This is an optimization exercise on Yosys and OpenROAD, whose aim is small area, not a production implementation. Only simulation tests tie the RTL to the original design; equivalence was not proved. Power and IR drop assume default switching activity.

== JK ==
// nmea_sentence_parser
module nmea_sentence_parser (
  input  logic       clk_i,
  input  logic       rst_ni,
  input  logic       in_valid_i,
  output logic       in_stall_o,
  input  logic       opcode_i,
  input  logic [7:0] rx_byte_i,
  input  logic [1:0] read_type_i,
  input  logic [4:0] read_field_i,
  input  logic [3:0] read_pos_i,
  output logic       out_valid_o,
  input  logic       out_stall_i,
  output logic [7:0] read_char_o,
  output logic       frame_valid_o,
  output logic       sentence_done_o,
  output logic [1:0] done_type_o
);
  localparam int DEPTH = 43;   
  localparam logic [5:0] TMR_START = 6'b000001;
  localparam logic [5:0] TMR_END   = 6'b111011;
  localparam logic [3:0] S_WAIT   = 4'd0;
  localparam logic [3:0] S_FIELDS = 4'd1;
  localparam logic [3:0] S_SUM    = 4'd2;
  localparam logic [3:0] S_DEAD   = 4'd3;    
  localparam logic [3:0] S_I0     = 4'd4;    
  localparam logic [3:0] S_I1     = 4'd5;    
  localparam logic [3:0] S_I2     = 4'd6;    
  localparam logic [3:0] S_I3G    = 4'd7;    
  localparam logic [3:0] S_I3R    = 4'd8;    
  localparam logic [3:0] S_I4GG   = 4'd9;    
  localparam logic [3:0] S_I4GS   = 4'd10;   
  localparam logic [3:0] S_I4RM   = 4'd11;   
  localparam logic [3:0] S_I5GGA  = 4'd12;   
  localparam logic [3:0] S_I5RMC  = 4'd13;   
  localparam logic [3:0] S_I5GSA  = 4'd14;   
  localparam logic [7:0] CH_DOLLAR = 8'h24;
  localparam logic [7:0] CH_COMMA  = 8'h2C;
  localparam logic [7:0] CH_STAR   = 8'h2A;
  function automatic logic [4:0] last_field(input logic [1:0] t);
    last_field = 5'd17;
    if (t == 2'd0) last_field = 5'd14;
    else if (t == 2'd1) last_field = 5'd12;
  endfunction
  logic        pend_q;         
  logic        ov_q;           
  logic        ib_op_q;        
  logic [10:0] ib_q;           
  logic [5:0]  tmr_q;          
  logic [7:0]  rchar_q;        
  logic [3:0]  st_q;
  ...
Settings: LEC_CHECK=0, CAP_MARGIN=20, CORE_MARGIN=2, CORE_UTILIZATION=60, CTS_BUF_LIST=sky130_fd_sc_hd__clkbuf_8, CTS_CLUSTER_DIAMETER=60, CTS_CLUSTER_SIZE=20, SLEW_MARGIN=20, SYNTH_MEMORY_MAX_BITS=8192; clock period 10.0 ns.
standard.sh (not shown) runs the stock make flow with config.mk's settings and CLKGATE_MAP_FILE= SYNTH_SCRIPT=/design/flow/synth_recipe.tcl, a recipe that flattens the netlist after the stock synthesis.
==> flow/flow/run.sh <==
#!/bin/bash
# Layout flow: the standard ORFS flow (standard.sh), step by step, with
# clock tree synthesis clustering the register clock pins onto clkbuf_8 leaf
# buffers and inserting no dummy loads. Each step's full output goes to a log
# file of its own in the work folder.
set -euo pipefail
cd "$(dirname "$0")/.."
export CTS_ARGS="-sink_clustering_enable -repair_clock_nets -buf_list sky130_fd_sc_hd__clkbuf_8 -sink_clustering_size 20 -sink_clustering_max_diameter 60 -dont_use_dummy_load"
for step in synth floorplan place cts route finish; do
  bash standard.sh "$step" > "flow_${step}.log" 2>&1
done
Having completed the whole flow, JK delivered a layout that passed the timing, DRC and antenna checks.
Setup changes, JK to MS
Settings: swapping 60 for 70 in CORE_UTILIZATION.
==> flow/run.sh (new file) <==
#!/bin/bash
# synth_recipe.tcl (not shown) runs the flow's synth.tcl, then flattens the netlist and writes it again
# the make line also repeats each setting of config.mk as NAME=value (left out here)
make -C /OpenROAD-flow-scripts/flow DESIGN_CONFIG=/design/flow/config.mk WORK_HOME=/design/flow/orfs CLKGATE_MAP_FILE= SYNTH_SCRIPT=/design/flow/synth_recipe.tcl finish
removed: flow/flow/run.sh
removed: flow/standard.sh
--- outcome ---
Run comparison: JK cell at the slowest stage of the critical path sky130_fd_sc_hd__nor2b_1; MS cell at the slowest stage of the critical path sky130_fd_sc_hd__edfxtp_1. From JK to MS the numbers moved as follows: worst setup slack for register-to-register paths shows a reduction of 0.26 ns, number of cells on the worst reg-to-reg path rose by 1. There was hardly any difference in sequential share of layout area between JK and MS. Power: MS draws more than JK.
--- input diff MS..AL ---
Settings: swapping 70 for 60 in CORE_UTILIZATION.
==> flow/flow/run.sh (new file) <==
#!/bin/bash
# Layout flow: the standard ORFS flow (standard.sh), with
#  - the standard synthesis's netlist re-mapped: every register cell is kept
#    as it is (same cell, same name), and only the combinational cells are
#    turned back into logic and mapped again by ABC for area (flow/remap.tcl,
#    ABC script flow/area.abc);
#  - clock tree synthesis clustering the register clock pins onto clkbuf_8
#    leaf buffers and inserting no dummy loads.
# Each tool's full output goes to a log file of its own in the work folder
# (ORFS also keeps one log per step under orfs/logs/).
set -euo pipefail
cd "$(dirname "$0")/.."
W=$PWD
R=$W/orfs/results/$FLOW_PLATFORM/nmea_sentence_parser/base
CTS="CTS_ARGS=-sink_clustering_enable -repair_clock_nets -buf_list sky130_fd_sc_hd__clkbuf_8 -sink_clustering_size 20 -sink_clustering_max_diameter 60 -dont_use_dummy_load"

# 1. the standard synthesis
bash standard.sh synth > flow_synth.log 2>&1
cp "$R/1_2_yosys.v" "$W/std_synth.v"

# 2. re-map its combinational logic
export DONT_USE_CELLS="$(sed -n '/DONT_USE_CELLS/,/^$/p' "$FLOW_HOME/platforms/$FLOW_PLATFORM/config.mk" | grep -oE 'sky130_fd_sc_hd__\w+' | tr '\n' ' ')"
yosys -c flow/remap.tcl -- "$W/std_synth.v" "$W/remap.v" > flow_remap.log 2>&1

# 3. the layout, from the re-mapped netlist, in one make run
rm -f "$R"/1_*
bash standard.sh "SYNTH_NETLIST_FILES=$W/remap.v" "$CTS" finish > flow_layout.log 2>&1
==> flow/flow/area.abc (new file) <==
strash
&get -n
&dch -f
&nf -R 1000
&put
strash
&get -n
&dch -f
&nf -R 1000
&put
==> flow/flow/remap.tcl (new file) <==
yosys -import
set lib $::env(FLOW_HOME)/platforms/$::env(FLOW_PLATFORM)/lib/sky130_fd_sc_hd__tt_025C_1v80.lib
set in  [lindex $argv 0]
set out [lindex $argv 1]
set dont_use {}
foreach c $::env(DONT_USE_CELLS) { lappend dont_use -dont_use $c }
read_liberty -ignore_miss_func $lib
read_verilog $in
hierarchy -top nmea_sentence_parser
# keep every sequential cell as it is; turn the combinational cells into logic
blackbox =sky130_fd_sc_hd__df* =sky130_fd_sc_hd__edf* =sky130_fd_sc_hd__sdf* =sky130_fd_sc_hd__dl* =sky130_fd_sc_hd__conb_1
flatten
opt -purge
abc -liberty $lib {*}$dont_use -script [file join [file dirname [info script]] area.abc]
opt_clean -purge
splitnets
opt_clean -purge
hilomap -singleton -hicell sky130_fd_sc_hd__conb_1 HI -locell sky130_fd_sc_hd__conb_1 LO
insbuf -buf sky130_fd_sc_hd__buf_4 A X
yosys rename -enumerate
stat -liberty $lib
write_verilog -noattr -nohex -nodec $out
==> flow/standard.sh (new file) <==
#!/bin/bash
# synth_recipe.tcl (not shown) runs the flow's synth.tcl, then flattens the netlist and writes it again
# the make line also repeats each setting of config.mk as NAME=value (left out here)
make -C /OpenROAD-flow-scripts/flow DESIGN_CONFIG=/design/flow/config.mk WORK_HOME=/design/flow/orfs CLKGATE_MAP_FILE= SYNTH_SCRIPT=/design/flow/synth_recipe.tcl "${@:-finish}"
removed: flow/run.sh
## What came out
The run with more routed wire is MS, not AL.
AL: worst hold slack after final layout is 0.065 ns lower than what MS reported.
Largest vdd supply drop: AL better than MS
Of AL and MS, it is AL that has the higher cell count.
Diff MS -> AL | fraction of power consumed by sequential logic | increase of 1.3 points
AL vs MS — number of diodes added for antenna fixing rose 1.
[AL] number of clock buffers in the layout fell 4.3% relative to MS
Modified inputs, TR compared to AL
Settings: GPL_TIMING_DRIVEN now 0, previously not set.
[summary]
TR has completed all stages; timing, DRC and antenna checks passed.
Looking at worst setup slack across AL and TR, the one that comes out lower is TR.
Share of the cycle needed by the critical path after routing in TR is 3.8 points higher than in AL
NOTE routed metal-1 wire length AL->TR decreased by a few percent
Re count of clock buffers in the final design: TR is 2 down on AL.
Status: area growth from synthesis to final layout parity (TR, AL)
AL and TR ended up with nearly the same power density of the placed cells.
Between AL and TR, the difference in clock insertion delay at the later pin of the skew report is negligible.
Relative to TR, the following input files were edited for PW:
Settings: GPL_TIMING_DRIVEN: 0 -> unset.
==> flow/run.sh (new file) <==
#!/bin/bash
# synth_recipe.tcl (not shown) runs the flow's synth.tcl, then flattens the netlist and writes it again
# the make line also repeats each setting of config.mk as NAME=value (left out here)
make -C /OpenROAD-flow-scripts/flow DESIGN_CONFIG=/design/flow/config.mk WORK_HOME=/design/flow/orfs CLKGATE_MAP_FILE= SYNTH_SCRIPT=/design/flow/synth_recipe.tcl finish
removed: flow/flow/run.sh
removed: flow/flow/area.abc
removed: flow/flow/remap.tcl
removed: flow/standard.sh
--- outcome ---
PW: all stages complete, timing, DRC and antenna checks passed
PW vs TR: routed metal-1 wire length up by a few percent
Compared with TR, PW shows a worst clock skew that is 0.057 ns lower.
Critical path endpoint = frame_valid_o: PW; critical path endpoint = read_char_o[0]: TR
When PW is measured against TR, its area added between synthesis and finish turns out 0.15 points higher.
Between TR and PW, the flow reports height of the die increasing slightly.
PW ends up with higher total placed cells including tap cells than TR does.
TR and PW ended up with nearly the same relative area of non-clock buffer cells in the final design.

afterwards: timing with drivers on the ports:
Ports are ideal in the flow. The routed layouts listed here were re-timed in OpenROAD.
Step 1 assumes that a clkbuf_16 drives the clock port and a buf_2 every other input.
Step 2, shift: input delay + t, output delay - t, t = (earliest + latest rising clock arrival at the registers) / 2. This alone moves slack from input paths to output paths.
a / b / c = ideal / step 1 / step 2; a / b = the first two.
run | t (ns) | setup slack, ns | worst register clock-pin slew, ns | pins driven straight from the clock port
JK | 0.929 | 4.242 / 4.173 / 5.103 | 0.11 / 0.11 | 1
MS | 0.936 | 3.762 / 3.690 / 4.626 | 0.12 / 0.12 | 1
AL | 0.924 | 4.146 / 4.081 / 5.005 | 0.12 / 0.12 | 1
TR | 0.919 | 3.770 / 3.707 / 4.626 | 0.12 / 0.12 | 1
PW | 0.980 | 4.173 / 4.104 / 5.085 | 0.12 / 0.12 | 1
After both steps setup and hold are still met in every run listed.
